This is an optimization exercise on Yosys and OpenROAD, whose aim is small area, not a production implementation.
For this run, only the layout was checked, not whether the RTL still works.
Power and IR drop assume default switching activity.

`design.v`:
```
package lsb_pkg;
    localparam int DEPTH = 16;
    function automatic logic is_store3(input logic [2:0] op);
        is_store3 = op[2] & (op[1] | op[0]);
    endfunction
    function automatic logic [1:0] style3(input logic [2:0] op);
        case (op)
            3'd0, 3'd3, 3'd5: style3 = 2'd0;   
            3'd1, 3'd4, 3'd6: style3 = 2'd1;   
            default:          style3 = 2'd2;   
        endcase
    endfunction
endpackage
module lsb_slot (
    input  logic        in_clk,
    input  logic        in_rdy,
    input  logic        alloc,
    input  logic [2:0]  a_op,
    input  logic [31:0] a_imm,
    input  logic        a_wj,
    input  logic [31:0] a_j,
    input  logic        a_wk,
    input  logic [31:0] a_k,
    input  logic        alu_v,
    input  logic [3:0]  alu_tag,
    input  logic [31:0] alu_data,
    input  logic        cdb_v,
    input  logic [3:0]  cdb_tag,
    input  logic [31:0] cdb_data,
    output logic [2:0]  op,
    output logic [31:0] imm,
    output logic        wj,
    output logic [31:0] j,
    output logic        wk,
    output logic [31:0] k
);
    logic        jalu, jcdb, kalu, kcdb;
    logic        sja, sjc, ska, skc;
    logic [31:0] jn, kn;
    assign j = ~jn;
    assign k = ~kn;
    assign jalu = wj && alu_v && j[3:0] == alu_tag;
    assign jcdb = wj && cdb_v && j[3:0] == cdb_tag;
    assign kalu = wk && alu_v && k[3:0] == alu_tag;
    assign kcdb = wk && cdb_v && k[3:0] == cdb_tag;
    assign sja = !alloc && jalu;
    assign sjc = !alloc && !jalu && jcdb;
    assign ska = !alloc && kalu;
    assign skc = !alloc && !kalu && kcdb;
    always_ff @(posedge in_clk) begin
        if (in_rdy && alloc) begin
            op  <= a_op;
            imm <= a_imm;
        end
        if (in_rdy && (alloc || jalu || jcdb)) begin
            wj <= alloc && a_wj;
            jn <= ~(({32{alloc}} & a_j) | ({32{sja}} & alu_data) | ({32{sjc}} & cdb_data));
        end
        if (in_rdy && (alloc || kalu || kcdb)) begin
            wk <= alloc && a_wk;
            kn <= ~(({32{alloc}} & a_k) | ({32{ska}} & alu_data) | ({32{skc}} & cdb_data));
        end
    end
endmodule
module lsb_ring_ctrl (
    input  logic       in_clk,
    input  logic       in_rst,
    input  logic       in_rdy,
    input  logic       in_flush,
    input  logic       in_alloc,
    input  logic       pop,
    output logic       full,
    output logic       head_valid,
    output logic [3:0] head,
    output logic [3:0] tail
);
    assign head_valid = full || head != tail;
    always_ff @(posedge in_clk) begin
        if (in_rst) begin
            head <= '0;
            tail <= '0;
            full <= 1'b0;
        end else if (in_rdy) begin
            if (in_flush) begin
                head <= '0;
                tail <= '0;
                full <= 1'b0;
            end else begin
                if (in_alloc) tail <= tail + 1'b1;
                if (pop)      head <= head + 1'b1;
                if (in_alloc && !pop)      full <= (tail + 1'b1) == head;
                else if (pop && !in_alloc) full <= 1'b0;
            end
        end
    end
endmodule
module lsb_head_issue (
    input  logic       in_clk,
    input  logic       in_rst,
    input  logic       in_rdy,
    input  logic       in_flush,
    input  logic       head_valid,
    input  logic [2:0] h_op,
    input  logic       h_wj,
    input  logic       h_wk,
    input  logic       in_rob_store_ok,
    input  logic       in_store_req_ok,
    input  logic       in_load_req_ok,
    input  logic       load_pending,
    output logic       pop,
    output logic       load_go,
    output logic       store_done,
    output logic       store_req_v,
    output logic       load_req_v
);
    logic store_wait;
    logic store_go;
    logic h_st;
    assign h_st     = lsb_pkg::is_store3(h_op);
    assign store_go = head_valid && h_st && !h_wj && !h_wk && in_rob_store_ok && in_store_req_ok;
    assign load_go  = head_valid && !h_st && !h_wj && in_load_req_ok && !load_pending;
    assign pop      = (store_go && store_wait) || load_go;
    always_ff @(posedge in_clk) begin
        if (in_rst) begin
            store_wait  <= 1'b0;
            store_done  <= 1'b0;
            store_req_v <= 1'b0;
            load_req_v  <= 1'b0;
        end else if (in_rdy) begin
            store_done  <= 1'b0;
            store_req_v <= 1'b0;
            load_req_v  <= 1'b0;
            if (in_flush) begin
                store_wait <= 1'b0;
            end else if (store_go) begin
                store_wait  <= !store_wait;
                store_req_v <= !store_wait;
                store_done  <= store_wait;
            end else if (load_go) begin
                load_req_v <= 1'b1;
            end
        end
    end
endmodule
module lsb_load_return (
    input  logic        in_clk,
    input  logic        in_rst,
    input  logic        in_rdy,
    input  logic        in_flush,
    input  logic        load_go,
    input  logic        load_take,      
    input  logic [2:0]  take_op,
    input  logic [3:0]  take_dest,
    input  logic        in_load_data_valid,
    input  logic [31:0] in_load_data,
    output logic        load_pending,
    output logic        cdb_v,
    output logic [3:0]  cdb_tag,
    output logic [31:0] cdb_data
);
    logic [2:0]  last_op;
    logic        killed;
    logic [31:0] ext_data;
    always_comb begin
        case (last_op)
            3'd0:    ext_data = {{24{in_load_data[7]}}, in_load_data[7:0]};
            3'd1:    ext_data = {{16{in_load_data[15]}}, in_load_data[15:0]};
            3'd3:    ext_data = {24'd0, in_load_data[7:0]};
            3'd4:    ext_data = {16'd0, in_load_data[15:0]};
            default: ext_data = in_load_data;
        endcase
    end
    always_ff @(posedge in_clk) begin
        if (in_rst) begin
            load_pending <= 1'b0;
            killed       <= 1'b0;
            cdb_v        <= 1'b0;
        end else if (in_rdy) begin
            cdb_v <= 1'b0;
            if (in_load_data_valid) begin
                load_pending <= 1'b0;
                killed       <= 1'b0;
                cdb_v        <= !killed && !in_flush;
            end else if (in_flush) begin
                killed <= load_pending;
            end else if (load_go) begin
                load_pending <= 1'b1;
            end
        end
    end
    always_ff @(posedge in_clk) begin
        if (in_rdy && load_take) begin
            cdb_tag <= take_dest;
            last_op <= take_op;
        end
        if (in_rdy && in_load_data_valid) begin
            cdb_data <= ext_data;
        end
    end
endmodule
module lsb_top (
    input  logic         in_clk,
    input  logic         in_rst,
    input  logic         in_rdy,
    input  logic         in_flush,
    input  logic         in_alloc,
    input  logic [111:0] in_alloc_op,
    output logic         full,
    input  logic [36:0]  in_alu_bcast,
    input  logic         in_rob_store_ok,
    output logic         store_done,
    output logic [34:0]  load_req,
    input  logic         in_load_req_ok,
    input  logic         in_load_data_valid,
    input  logic [31:0]  in_load_data,
    output logic [66:0]  store_req,
    input  logic         in_store_req_ok,
    output logic [36:0]  cdb
);
    localparam int N = lsb_pkg::DEPTH;
    logic [2:0]  n_op;
    logic [31:0] n_imm, n_vj, n_vk;
    logic [3:0]  n_qj, n_qk, n_dest;
    assign n_op   = in_alloc_op[110:108];
    assign n_imm  = in_alloc_op[107:76];
    assign n_qj   = in_alloc_op[75:72];
    assign n_qk   = in_alloc_op[71:68];
    assign n_vj   = in_alloc_op[67:36];
    assign n_vk   = in_alloc_op[35:4];
    assign n_dest = in_alloc_op[3:0];
    logic        alu_v;
    logic [3:0]  alu_tag;
    logic [31:0] alu_data;
    assign alu_v    = in_alu_bcast[36];
    assign alu_tag  = in_alu_bcast[35:32];
    assign alu_data = in_alu_bcast[31:0];
    logic        cdb_v;
    logic [3:0]  cdb_tag;
    logic [31:0] cdb_data;
    logic        a_wj, a_wk, n_st;
    logic [31:0] a_j, a_k;
    always_comb begin
        a_wj = 1'b0;
        a_j  = n_vj;
        if (n_qj != '0) begin
            if (alu_v && n_qj == alu_tag)      a_j = alu_data;
            else if (cdb_v && n_qj == cdb_tag) a_j = cdb_data;
            else begin
                a_wj = 1'b1;
                a_j  = {28'd0, n_qj};
            end
        end
    end
    assign n_st = lsb_pkg::is_store3(n_op);
    always_comb begin
        a_wk = 1'b0;
        a_k  = n_vk;
        if (!n_st) begin
            a_k = {28'd0, n_dest};
        end else if (n_qk != '0) begin
            if (alu_v && n_qk == alu_tag)      a_k = alu_data;
            else if (cdb_v && n_qk == cdb_tag) a_k = cdb_data;
            else begin
                a_wk = 1'b1;
                a_k  = {28'd0, n_qk};
            end
        end
    end
    logic [3:0] head, tail;
    logic       head_valid, pop, load_go, load_pending;
    logic       store_req_v, load_req_v;
    logic [2:0]  s_op  [N];
    logic [31:0] s_imm [N];
    logic        s_wj  [N];
    logic [31:0] s_j   [N];
    logic        s_wk  [N];
    logic [31:0] s_k   [N];
    for (genvar i = 0; i < N; i++) begin : g_slot
        lsb_slot u_slot (
            .in_clk   (in_clk),
            .in_rdy   (in_rdy),
            .alloc    (in_alloc && tail == 4'(i)),
            .a_op     (n_op),
            .a_imm    (n_imm),
            .a_wj     (a_wj),
            .a_j      (a_j),
            .a_wk     (a_wk),
            .a_k      (a_k),
            .alu_v    (alu_v),
            .alu_tag  (alu_tag),
            .alu_data (alu_data),
            .cdb_v    (cdb_v),
            .cdb_tag  (cdb_tag),
            .cdb_data (cdb_data),
            .op       (s_op[i]),
            .imm      (s_imm[i]),
            .wj       (s_wj[i]),
            .j        (s_j[i]),
            .wk       (s_wk[i]),
            .k        (s_k[i])
        );
    end
    lsb_ring_ctrl u_ring (
        .in_clk     (in_clk),
        .in_rst     (in_rst),
        .in_rdy     (in_rdy),
        .in_flush   (in_flush),
        .in_alloc   (in_alloc),
        .pop        (pop),
        .full       (full),
        .head_valid (head_valid),
        .head       (head),
        .tail       (tail)
    );
    lsb_head_issue u_issue (
        .in_clk          (in_clk),
        .in_rst          (in_rst),
        .in_rdy          (in_rdy),
        .in_flush        (in_flush),
        .head_valid      (head_valid),
        .h_op            (s_op[head]),
        .h_wj            (s_wj[head]),
        .h_wk            (s_wk[head]),
        .in_rob_store_ok (in_rob_store_ok),
        .in_store_req_ok (in_store_req_ok),
        .in_load_req_ok  (in_load_req_ok),
        .load_pending    (load_pending),
        .pop             (pop),
        .load_go         (load_go),
        .store_done      (store_done),
        .store_req_v     (store_req_v),
        .load_req_v      (load_req_v)
    );
    logic [3:0]  rsel;
    logic [2:0]  r_op;
    logic [31:0] r_addr, r_k;
    logic [1:0]  r_style;
    assign rsel    = head - {3'd0, load_req_v};
    assign r_op    = s_op[rsel];
    assign r_k     = s_k[rsel];
    assign r_addr  = s_j[rsel] + s_imm[rsel];
    assign r_style = lsb_pkg::style3(r_op);
    assign load_req  = {load_req_v, r_addr, r_style};
    assign store_req = {store_req_v, r_addr, r_style, r_k};
    lsb_load_return u_ret (
        .in_clk             (in_clk),
        .in_rst             (in_rst),
        .in_rdy             (in_rdy),
        .in_flush           (in_flush),
        .load_go            (load_go),
        .load_take          (load_req_v && !in_rst),
        .take_op            (r_op),
        .take_dest          (r_k[3:0]),
        .in_load_data_valid (in_load_data_valid),
        .in_load_data       (in_load_data),
        .load_pending       (load_pending),
        .cdb_v              (cdb_v),
        .cdb_tag            (cdb_tag),
        .cdb_data           (cdb_data)
    );
    assign cdb = {cdb_v, cdb_tag, cdb_data};
endmodule
module lsb_unit (
    input  logic         in_clk,
    input  logic         in_rst,
    input  logic         in_rdy,
    input  logic         in_flush,
    input  logic         in_alloc,
    input  logic [111:0] in_alloc_op,
    output logic         full,
    input  logic [36:0]  in_alu_bcast,
    input  logic         in_rob_store_ok,
    output logic         store_done,
    output logic [34:0]  load_req,
    input  logic         in_load_req_ok,
    input  logic         in_load_data_valid,
    input  logic [31:0]  in_load_data,
    output logic [66:0]  store_req,
    input  logic         in_store_req_ok,
    output logic [36:0]  cdb
);
    lsb_top lsb_top_inst (.*);
endmodule
```
`run.sh`:
```
#!/bin/bash
# synth_recipe.tcl (not shown) runs the flow's synth.tcl, then flattens the netlist and writes it again
# the make line also repeats each setting of config.mk as NAME=value (left out here)
make -C /OpenROAD-flow-scripts/flow DESIGN_CONFIG=/design/flow/config.mk WORK_HOME=/design/flow/orfs CLKGATE_MAP_FILE= SYNTH_SCRIPT=/design/flow/synth_recipe.tcl finish
```
`config.mk`:
```
export PLATFORM = sky130hd
export DESIGN_NAME = lsb_unit
export DESIGN_NICKNAME = lsb_unit
export VERILOG_FILES = /design/flow/design.v
export SDC_FILE = /design/flow/constraint.sdc
export NUM_CORES = 4
export LEC_CHECK = 0
export CAP_MARGIN = 20
export CORE_MARGIN = 2
export CORE_UTILIZATION = 40
export SLEW_MARGIN = 20
```
`constraint.sdc`:
```
create_clock -name core_clock -period 6.0 [get_ports {in_clk}]
set_input_delay 1.2000 -clock core_clock [delete_from_list [all_inputs] [get_ports {in_clk}]]
set_output_delay 1.2000 -clock core_clock [all_outputs]
set_load 0.01 [all_outputs]
```
==> impl_metrics.env <==
export IMPL_status="complete, but fails checks"
export IMPL_failed_checks="negative setup slack"
export IMPL_grt_pass1_vias=78100
export IMPL_die_area_mm2=0.219
export IMPL_core_area_mm2=0.214
export IMPL_maxCapViolCount=0
export IMPL_drt_total_wl_um=453000
export IMPL_critPathKind="flop to output port"
export IMPL_finalPower_mw=26.6
export IMPL_grtUsageTotal_pct=39.9
export IMPL_tightest_slew_ns=1.31
export IMPL_yosysWarningCount=11
export IMPL_hold_start="lsb_top_inst.u_ret.killed"
export IMPL_synth_largest_area_cell="edfxtp_1"
export IMPL_required_ns=4.80
export IMPL_ir_drop_mv=0.280
export IMPL_synth_edf_count=1655
export IMPL_finalCoreUtilization_pct=49.3
export IMPL_max_slew_margin_rel_pct=12.2
export IMPL_synth_top_area_share_pct=57.6
export IMPL_fin_hold_ws_ns=0.459
export IMPL_cts_root_buffer="clkbuf_16"
export IMPL_worst_setup_path_start_kind="flop"
export IMPL_r2r_setup_slack_ns=1.66
export IMPL_synthToLayoutAreaGrowth_pct=22.6
export IMPL_setup_viol=55
export IMPL_max_clock_freq_mhz=143
export IMPL_gp_congestion=1.01
export IMPL_skew_ns=0.0585
export IMPL_stdcell_count=10700
export IMPL_yosysUniqueCellTypes=80
export IMPL_rsz0062_at_grt="yes"
export IMPL_firstDrtPassIters=11
export IMPL_clk_latency_ns=0.90
export IMPL_avgSynthCellArea_um2=11.7
export IMPL_synth_area_leaders="edfxtp_1 (58%), a221o_1 (12%), o21ai_0 (6.8%), clkbuf_1 (3.8%), o22ai_1 (3.0%)"
export IMPL_drcViolationCount=0
export IMPL_die_w_um=468
export IMPL_startpoint="lsb_top_inst.u_ring.head[0]"
export IMPL_fin_crit_sh_pct=116
export IMPL_place_hpwl_um=263000
export IMPL_first_iter_violations=16900
export IMPL_yosysSeqAreaShare_pct=58.0
export IMPL_clk_path_buf_depth=3
export IMPL_dp_slack_ns=-1.41
export IMPL_timing_rr_start="lsb_top_inst.u_ret.cdb_tag[1]"
export IMPL_grt_antenna_before_repair=26
export IMPL_cts_tree="yes"
export IMPL_fill_cells=18800
export IMPL_hold_path_endpoint="lsb_top_inst.u_ret.killed"
export IMPL_hold_viol=0
export IMPL_worstPathArrival_ns=5.78
export IMPL_drv_slew=0
export IMPL_period_needed_ns=6.98
export IMPL_grt_ovfl_total=0
export IMPL_dp_cells=10300
export IMPL_pin_count=331
export IMPL_ys_async_sr_fraction_pct=0
export IMPL_cts_made_buffers=184
export IMPL_seq_area_mm2=0.0500
export IMPL_r2r_cells=8
export IMPL_cts_htree_levels=4
export IMPL_initial_core_util_pct=40.2
export IMPL_cellPowerDensity_mw_per_mm2=252
export IMPL_p_leak_nw=33.2
export IMPL_worst_slack_ns=-0.976
export IMPL_hold_depth=2
export IMPL_vias=82500
export IMPL_path_max_fanout=5
export IMPL_stdcell_area_mm2=0.106
export IMPL_viasPerCell=7.68
export IMPL_grt_max_degree=67
export IMPL_synth_seq_cells=1671
export IMPL_ant_nets=0
export IMPL_end_kind="output port"
export IMPL_netlist_instances=7401
export IMPL_synth_nets=7633
export IMPL_hold_buffers=0
export IMPL_portBuffers=329
export IMPL_rr_endpoint="lsb_top_inst.g_slot[3].u_slot.kn[19]"
export IMPL_grt_pass1_wl_um=617000
export IMPL_num_nets_final=7970
export IMPL_rows=170
export IMPL_die_h_um=468
export IMPL_clk_pin_slew_ns=0.06
export IMPL_drive_above_1_share_pct=20.7
export IMPL_syn_area_mm2=0.0863
export IMPL_yosys_most_used_dff="edfxtp_1"
export IMPL_setup_tns_final_ns=-36.75
export IMPL_placedInstanceArea_mm2=0.0968
export IMPL_worst_hold_path_type="flop to flop"
export IMPL_multi_input_area_mm2=0.0352
export IMPL_clkSinkCount=1671
export IMPL_wl_per_cell_um=42.2
## cells in the mapped netlist, drive strengths merged (14+ instances only)
| library cell | n |
|---|---|
| nand4 | 73 |
| inv | 30 |
| ha | 41 |
| o221ai | 19 |
| nor2 | 296 |
| edfxtp | 1655 |
| a21oi | 187 |
| o22ai | 414 |
| nand2 | 220 |
| and3 | 49 |
| nand3 | 82 |
| o22a | 30 |
| clkbuf | 879 |
| dfxtp | 16 |
| o21ai | 1200 |
| nor4 | 119 |
| buf | 177 |
| a22oi | 296 |
| nor3 | 79 |
| xor2 | 79 |
| nand2b | 20 |
| a221o | 1017 |
| nor2b | 16 |
| xnor2 | 214 |
| mux2i | 14 |
## power breakdown
part | total [mW] | internal, mW | switching (mW) | leakage (nW)
clock | 11.2 | 6.05 | 5.18 | 2.79
sequential | 12.9 | 12.8 | 0.0377 | 14.7
combinational | 2.56 | 0.974 | 1.58 | 15.7
## flip-flops by register name, indices dropped and copies added, names as in the netlist, 3 cells and up
register and count:
lsb_top_inst.g_slot.u_slot.jn 512, lsb_top_inst.g_slot.u_slot.imm 512, lsb_top_inst.u_ring.head 4, lsb_top_inst.g_slot.u_slot.wj 16
lsb_top_inst.g_slot.u_slot.kn 512, lsb_top_inst.u_ring.tail 4, lsb_top_inst.u_ret.last_op 3, lsb_top_inst.u_ret.cdb_tag 4
lsb_top_inst.u_ret.cdb_data 32, lsb_top_inst.g_slot.u_slot.wk 16, lsb_top_inst.g_slot.u_slot.op 48
## critical path: stages, from the launching register on
cell and delay (ns):
dfxtp_2 0.34, inv_2 0.05, ha_4 0.17, ha_4 0.18, buf_6 0.12, nor4b_4 0.35
nor2_2 0.12, nor2_4 0.16, buf_12 0.18, nand2_8 0.10, buf_6 0.15, o22ai_2 0.17
nor4_2 0.06, and3_4 0.18, a21oi_4 0.21, buf_6 0.16, ha_4 0.22, a41oi_4 0.23
o221ai_2 0.15, a31o_4 0.25, a31oi_4 0.27, o21ai_4 0.09, a211o_1 0.34, buf_6 0.15
a21oi_4 0.13, xnor2_2 0.14, buf_2 0.17
## worst max-delay path by stage
stage	end	slack, ns
6_report	store_req[61]	-0.98
5_1_grt	store_req[56]	-1.09
4_1_cts	store_req[61]	-0.96
3_5_place_dp	store_req[65]	-1.41
3_3_place_gp	load_req[33]	-1.34
2_1_floorplan	store_req[63]	0.005
## cell type report
| cell class | count | share of cell area (%) |
|---|---|---|
| antenna | 20 | 0.0473 |
| inverter | 30 | 0.109 |
| tap | 2838 | 3.36 |
| timing repair buffer | 1205 | 10.3 |
| clock buffer | 224 | 4.50 |
| multi-input combinational | 4646 | 33.3 |
| clock inverter | 111 | 1.03 |
| sequential | 1671 | 47.3 |
## placed cells by master, fill, tap and decap left out, types with 21 or more instances in the layout
master / instances
buf_4: 736
xnor2_1: 205
clkdlybuf4s50_1: 249
inv_1: 26
nand2_1: 205
clkbuf_1: 40
nand3_4: 21
nand4_1: 73
and3_1: 34
a221o_1: 1017
o22a_1: 28
nor3_1: 59
a21oi_4: 40
nor2_1: 222
nor4_1: 63
o22ai_2: 22
clkinv_1: 52
o21ai_1: 35
o21ai_0: 1138
edfxtp_1: 1655
nand3_1: 60
nor4_4: 36
a21oi_1: 124
xor2_1: 77
buf_2: 26
o21ai_2: 23
a22oi_1: 287
a21oi_2: 23
nor2_4: 67
o22ai_1: 383
buf_6: 104
clkinv_2: 26
ha_4: 21
clkbuf_16: 185
buf_12: 57
## per-layer routing
layer / global-route usage [%] / vias to the layer above / wire length [µm]
li1: - / 30800 / -
met1: 48.4 / 40100 / 150000
met2: 56.8 / 8964 / 185000
met3: 17.1 / 2628 / 76500
met4: 27.9 / 26 / 41100
met5: 0.455 / - / 321
## cells by family (layout without fill, tap and decap cells)
logic type / Yosys count / count (layout) / share of synthesized area, %
AO/OA/AOI/OAI: 3287 / 3287 / 27.2
flip-flops: 1671 / 1671 / 58.0
buffers and inverters: 1086 / 1570 / 5.06
AND/OR/NAND/NOR: 999 / 1001 / 5.83
XOR/XNOR: 293 / 293 / 2.98
adder cells (fa/ha/maj): 42 / 42 / 0.618
multiplexers: 23 / 23 / 0.319
other: 0 / 20 / 0
## timing repair
item                       CTS  global route
setup endpoints to repair   94            84
gates cloned                 3             1
resized for setup          501           209
setup buffers               52            45
pin swaps                   92            98

==> static timing again, ports no longer ideal <==
In the flow no input, the clock included, has a driving cell. The finished layout below was timed again as built, in two steps.
Step 1 (the two cells are an assumption about what drives the block):
set clk [get_ports {in_clk}]
set_driving_cell -lib_cell sky130_fd_sc_hd__clkbuf_16 $clk
set_driving_cell -lib_cell sky130_fd_sc_hd__buf_2 [delete_from_list [all_inputs] $clk]
Step 2, shift: input delay + t, output delay - t, t = (earliest + latest rising clock arrival at the registers) / 2. This alone moves slack from input paths to output paths.
Three values: ideal, step 1, step 2; two values: the first two.
t (ns): 0.963
setup slack, ns: -0.976 / -1.068 / -0.105
clock arrival spread, ns: 0.070 / 0.070
worst register clock-pin slew, ns: 0.07 / 0.07
The setup slack of this run moves by -0.092 ns with the drivers and by +0.871 ns with both steps.
